This is an optimization exercise on Yosys and OpenROAD, whose aim is small area and a short achievable clock period, not a production implementation. Where RTL was checked, it was by simulation tests only, not by an equivalence proof against the original. No functional check of the RTL was part of run 1. Power and IR drop assume default switching activity.

==> flow/design.v (outline; a module is shown in full before it is edited, if it fits) <==
// module dds_gain_decimator: 833 lines
module dds_gain_decimator (
  input  logic        clock,
  input  logic        reset,
  input  logic        io_en,
  input  logic [31:0] io_in_value,
  input  logic [15:0] io_gain,
  input  logic [7:0]  io_decim,
  output logic        io_out_valid,
  output logic [31:0] io_out_bits,
  input  logic        io_out_ready,
  output logic [3:0]  io_level,
  output logic [15:0] io_overflow_cnt
);
  // ...
==> flow/run.sh <==
#!/bin/bash
# synth_recipe.tcl (not shown) runs the flow's synth.tcl, then flattens the netlist and writes it again
# the make line also repeats each setting of config.mk as NAME=value (left out here)
make -C /OpenROAD-flow-scripts/flow DESIGN_CONFIG=/design/flow/config.mk WORK_HOME=/design/flow/orfs CLKGATE_MAP_FILE= SYNTH_SCRIPT=/design/flow/synth_recipe.tcl finish
==> flow/config.mk <==
export PLATFORM = sky130hd
export DESIGN_NAME = dds_gain_decimator
export DESIGN_NICKNAME = dds_gain_decimator
export VERILOG_FILES = /design/flow/design.v
export SDC_FILE = /design/flow/constraint.sdc
export NUM_CORES = 4
export LEC_CHECK = 0
export CAP_MARGIN = 20
export CORE_MARGIN = 2
export CORE_UTILIZATION = 40
export SETUP_SLACK_MARGIN = 5.0
export SLEW_MARGIN = 20
==> flow/constraint.sdc <==
create_clock -name core_clock -period 8.0 [get_ports {clock}]
set_input_delay 1.6000 -clock core_clock [delete_from_list [all_inputs] [get_ports {clock}]]
set_output_delay 1.6000 -clock core_clock [all_outputs]
set_load 0.01 [all_outputs]
==> flow_metrics.env, run 1 <==
export IMPL_status="finished clean"
export IMPL_initial_core_util_pct=40.6
export IMPL_clk_share_pct=4.92
export IMPL_yosysSeqAreaShare_pct=44.3
export IMPL_power_switching_mw=4.83
export IMPL_synth_seq_cells=452
export IMPL_nClkBuffers=59
export IMPL_worstSetupStartpointType="flop"
export IMPL_final_signal_inverter_count=235
export IMPL_cpLargestDelayFamily="adder cells"
export IMPL_dr_pass1_iters=6
export IMPL_clk_path_buf_depth=3
export IMPL_setup_viol=0
export IMPL_cp_data_required_time_ps=8460
export IMPL_period_share_pct=39.1
export IMPL_pg_comb_mw=5.89
export IMPL_slew_headroom_pct=40.2
export IMPL_startpoint="bo[0]$_DFF_P_"
export IMPL_drt_iter0_drc=1915
export IMPL_coreArea_um2=66100
export IMPL_grt_pass1_vias=19458
export IMPL_rsz0062_at_grt="true"
export IMPL_drv_slew=0
export IMPL_critical_path_class="reg2reg"
export IMPL_p_leak_nw=12.9
export IMPL_critPathMostFrequentCell="fa_1"
export IMPL_final_cell_mix="edfxtp_1, inv_1, xnor2_1"
export IMPL_gr_total_overflow=0
export IMPL_seq_cells=452
export IMPL_period_needed_ps=3130
export IMPL_postSynth_asyncResetShare_pct=12.2
export IMPL_top_regs="mem: 224 flops, c_q: 41 flops, s_q: 41 flops"
export IMPL_postCtsSetupRepairBufs=56
export IMPL_synth_most_common_cell="a22oi_1"
export IMPL_fin_cells=3286
export IMPL_post_route_drc_count=0
export IMPL_regArea_um2=12100
export IMPL_min_path_type="reg2reg"
export IMPL_syn_avg_cell_area_um2=11.8
==> inputs of run 2 (changes only) <==
--- a/flow/design.v
+++ b/flow/design.v
@@ -779,22 +779,23 @@
   logic [46:LOW] dec_full;
   logic [31:0]   dec;
   assign dec_full = s_q + c_q + {{(46-LOW){1'b0}}, ci_q};
   assign dec = dec_full[46:15];
   logic [31:0] h_q;
   logic [31:0] mem [7];
   logic [6:0]  rd, wr;
   logic [3:0]  level;
-  logic        empty, le1, full;
+  logic        valid, empty, le1, full;
   logic [31:0] m_rd;
   assign m_rd = (mem[0] & {32{rd[0]}}) | (mem[1] & {32{rd[1]}}) |
                 (mem[2] & {32{rd[2]}}) | (mem[3] & {32{rd[3]}}) |
                 (mem[4] & {32{rd[4]}}) | (mem[5] & {32{rd[5]}}) |
                 (mem[6] & {32{rd[6]}});
+  assign empty = !valid;
   logic ready;
   assign ready = io_out_ready;
   logic [3:0] lvl_r, lvl_n, level_nx;
   assign lvl_r = level + {3'd0, dec_valid} - {3'd0, !empty};
   assign lvl_n = level + {3'd0, dec_valid && !full};
   assign level_nx = ready ? lvl_r : lvl_n;
   logic m_push, m_pop, m_we, h_dec;
   assign h_dec  = ready ? le1 : empty;
@@ -807,27 +808,27 @@
     if (h_dec)      h_q <= dec;
     else if (ready) h_q <= m_rd;
   end
   always_ff @(posedge clock or negedge reset) begin
     if (!reset) begin
       rd    <= 7'd1;
       wr    <= 7'd1;
       level <= '0;
-      empty <= 1'b1;
+      valid <= 1'b0;
       le1   <= 1'b1;
       full  <= 1'b0;
       io_overflow_cnt <= '0;
     end else begin
       if (m_push) wr <= {wr[5:0], wr[6]};
       if (m_pop)  rd <= {rd[5:0], rd[6]};
       level <= level_nx;
-      empty <= (level_nx == 4'd0);
+      valid <= (level_nx != 4'd0);
       le1   <= (level_nx <= 4'd1);
       full  <= (level_nx == 4'd8);
       if (dec_valid && full && !ready && io_overflow_cnt != 16'hFFFF)
         io_overflow_cnt <= io_overflow_cnt + 16'd1;
     end
   end
-  assign io_out_valid = !empty;
+  assign io_out_valid = valid;
   assign io_out_bits  = h_q;
   assign io_level     = level;
 endmodule
==> flow/config.mk (replaced) <==
export PLATFORM = sky130hd
export DESIGN_NAME = dds_gain_decimator
export DESIGN_NICKNAME = dds_gain_decimator
export VERILOG_FILES = /design/flow/design.v
export SDC_FILE = /design/flow/constraint.sdc
export NUM_CORES = 4
export LEC_CHECK = 0
export CAP_MARGIN = 20
export CORE_MARGIN = 2
export CORE_UTILIZATION = 65
export CTS_CLUSTER_DIAMETER = 150
export CTS_CLUSTER_SIZE = 30
export SETUP_SLACK_MARGIN = 5.0
export SLEW_MARGIN = 20
==> run 2 against run 1 <==
  * Worst hold slack better by 3.0 ps
  * Fmax down 1.4%
  * Register-to-register slack worse by 50 ps
  * Core utilization up 27 points
  * Critical path type unchanged
  * Die area down 38%
  * Largest power group unchanged
  * Design area down 4.5%
  * Sequential power about the same
  * First-iteration DRC count up 16%
==> flow_metrics.env, run 2 <==
export IMPL_min_path_type="reg2reg"
export IMPL_grt_pass1_wl_um=107000
export IMPL_setup_viol=0
export IMPL_dp_cells=2733
export IMPL_regMostFlops="mem"
export IMPL_placementRows=74
export IMPL_postSynth_asyncResetShare_pct=12.2
export IMPL_netlist_area_um2=26800
export IMPL_grt_max_degree=56
export IMPL_drt_iter0_drc=2228
export IMPL_fin_cells=2878
export IMPL_root_buffer="clkbuf_16"
export IMPL_htree_levels=1
export IMPL_drv_slew=0
export IMPL_pin_count=113
export IMPL_fillCellCount=2522
export IMPL_vias=19118
export IMPL_ys_flop_type="edfxtp_1"
export IMPL_critical_path_class="reg2reg"
export IMPL_synthTopCellsByArea="edfxtp_1, fa_1, dfxtp_1"
export IMPL_nNetsFinal=2683
export IMPL_grt_use_total_pct=32.7
export IMPL_p_leak_nw=12.3
export IMPL_max_stage_delay_ps=550
export IMPL_die_h_um=207
export IMPL_synth_most_common_cell="a22oi_1"
export IMPL_place_area_um2=28000
export IMPL_synth_nets=2622
export IMPL_yosysSeqAreaShare_pct=44.4
export IMPL_period_needed_ps=3170
export IMPL_initial_core_util_pct=65.7
export IMPL_worstSetupStartpointType="flop"
export IMPL_path_clk_slew_ps=110
export IMPL_post_route_drc_count=0
export IMPL_status="finished clean"
export IMPL_crit_buf_inv=5
export IMPL_wl_um=74600
export IMPL_yosysUniqueCellTypes=69
export IMPL_place_ws_ps=3490
export IMPL_fin_skew_ps=16.2
export IMPL_ir_drop_mv=0.235
export IMPL_crit_slowest_cell="fa_1"
export IMPL_diodes=0
export IMPL_antenna_left=0
export IMPL_cp_arrival_ps=3690
export IMPL_cts_hold_buf=0
export IMPL_die_w_um=207
export IMPL_netlist_area_leader_share_pct=28.7
export IMPL_rsz0062_at_grt="true"
export IMPL_top_regs="mem: 224 flops, c_q: 41 flops, s_q: 41 flops"
export IMPL_final_common_cell="edfxtp_1"
export IMPL_largest_reg_flops=224
export IMPL_portBuffers=112
export IMPL_cp_data_required_time_ps=8510
export IMPL_viasPerCell=6.64
export IMPL_synth_edf_count=256
export IMPL_period_share_pct=39.7
export IMPL_drive_gt1_share_pct=22.3
export IMPL_cts_tree="built"
export IMPL_wl_per_cell_um=25.9
export IMPL_p_per_area_nw_per_um2=353
export IMPL_utilization_pct=77.5
export IMPL_numCtsBuffers=19
export IMPL_cpLargestDelayFamily="adder cells"
export IMPL_final_cell_mix="edfxtp_1, inv_1, a22oi_1"
export IMPL_cts_sinks=452
export IMPL_antenna_found_initial=0
export IMPL_end_kind="flop"
export IMPL_slew_headroom_pct=28.0
export IMPL_worstMarginPinSlew_ps=1080
export IMPL_syn_avg_cell_area_um2=11.8
export IMPL_synth_commonest_cells="a22oi_1, edfxtp_1, inv_1"
export IMPL_multiInputGateArea_um2=14400
export IMPL_gp_congestion=0.848
export IMPL_max_freq_mhz=315
export IMPL_synth_cells=2272
export IMPL_grt_pass1_vias=18757
export IMPL_finalInstanceArea_um2=31600
export IMPL_yosysTopAreaCell="edfxtp_1"
export IMPL_yosysWarnings=2
export IMPL_cap_violations=0
export IMPL_dr_pass1_iters=7
export IMPL_gr_total_overflow=0
export IMPL_setup_tns_ps=0
export IMPL_clk_path_buf_depth=3
export IMPL_dieArea_um2=42800
export IMPL_cp_max_fo=5
export IMPL_cp_cell_sequence="buf_12 -> buf_4 -> a22oi_2 -> xor2_1 -> fa_2 -> inv_1 -> fa_1 -> inv_2 -> fa_1 -> inv_1 -> fa_2"
export IMPL_hold_viol=0
export IMPL_hpwlAfterDp_um=40700
export IMPL_synth_seq_cells=452
export IMPL_area_delta_synth_final_pct=17.9
export IMPL_coreArea_um2=40700
export IMPL_fin_ws_ps=4830
export IMPL_clk_latency_ps=570
export IMPL_regArea_um2=12100
run 2: changes by cell type in the layout (fill, tap and decap cells not counted), sizes merged, moves of 8 or more:
cell    previous run  this run
a22oi            269       277
a31oi             34        26
buf              136       117
clkbuf            69        42
clkinv            15         0
nand3             24         8
nand4             21        38
nor2              55        47
o21a               7        15
xnor2            212       204
xor2             112       120
run 2: logic make-up after synthesis:
kind of cell	Yosys count	share of synthesized area [%]
simple gates	209	4.06
fa+ha+maj	290	18.8
flops	452	44.4
compound gates	527	14.6
xor+xnor	324	10.6
buf+inv	437	6.17
mux	33	1.38
run 2: repair_timing:
| action | in CTS | in global routing |
|---|---|---|
| pin swaps | 34 | 100 |
| gates cloned | 14 | 11 |
| gates resized for setup | 279 | 200 |
| endpoints found under the setup margin | 501 | 173 |
| buffers inserted | 50 | 36 |
run 2: power by group:
part / total [mW] / switching, mW / internal (mW)
logic: 6.03 / 3.66 / 2.36
clock network: 1.19 / 0.721 / 0.468
registers: 3.92 / 0.238 / 3.68
total: 11.1 / 4.62 / 6.51
run 2: per-stage QoR:
| step | hold slack [ps] | power, mW |
|---|---|---|
| after CTS | 499 | 10.5 |
| after global placement | 481 | 8.85 |
| after detailed placement | 484 | 9.08 |
| after global routing | 519 | 11.9 |
| after floorplan | 489 | 7.46 |
| final | 496 | 11.1 |
run 2: routing by layer:
layer | track usage (%) | wire length (µm) | vias to the layer above
met4 | 12.2 | 4230 | 0
met2 | 54.2 | 35000 | 1212
li1 | - | - | 8121
met5 | 0 | 0 | -
met3 | 5.16 | 7320 | 348
met1 | 43.8 | 28100 | 9437
run 2: path summary, 6_finish.rpt:
| kind | from | to | slack [ps] | cells after the start |
|---|---|---|---|---|
| max | bo[2]$_DFF_P_ | c_q[20]$_DFF_P_ | 4830 | 11 |
| min | io_overflow_cnt[5]$_DFFE_PN0P_ | io_overflow_cnt[5]$_DFFE_PN0P_ | 500 | 1 |
| max reg2reg | bo[2]$_DFF_P_ | c_q[20]$_DFF_P_ | 4830 | 11 |
| min reg2reg | io_overflow_cnt[5]$_DFFE_PN0P_ | io_overflow_cnt[5]$_DFFE_PN0P_ | 500 | 1 |
| max in group asynchronous | reset | rd[4]$_DFFE_PN0P_ | 6350 | 2 |
| min in group asynchronous | reset | d_q[4]$_DFFE_PN0P_ | 1150 | 2 |
run 2: layout make-up:
| class | count | share of cell area, % |
|---|---|---|
| Multi-Input combinational cell | 1384 | 45.7 |
| Sequential cell | 452 | 38.2 |
| Timing Repair Buffer | 242 | 9.42 |
| Inverter | 234 | 2.80 |
| Tap cell | 532 | 2.11 |
| Clock buffer | 31 | 1.65 |
| Clock inverter | 3 | 0.131 |

[separate check: timing with driven ports]
The flow's constraints put no driver on any port. The routed layouts listed below were extracted and timed again, unchanged, in two steps. Step 1 sets driving cells, clkbuf_16 on the clock port and buf_2 on the other inputs (assumed; they add their load-dependent delay and slew). Step 2 adds t to the input delays and takes it off the output delays; t is the mean of the earliest and latest rising clock arrival at the registers after step 1. Input paths then give back, and output paths get back, about the clock's delay inside the block. Three values: no drivers, after step 1, after step 2; two values: the first two.
run | t (ns) | setup WS [ns] | clock arrival spread, ns | worst slew at a driven data input, ns
run 1 | 0.667 | 4.872 / 4.872 / 4.753 | 0.021 / 0.021 | 0.06
run 2 | 0.613 | 4.826 / 4.826 / 4.521 | 0.017 / 0.017 | 0.04
After both steps setup and hold are still met in every run listed. The setup slack of run 2, which loses most, moves by 0.000 ns with the drivers and by -0.305 ns with both steps.
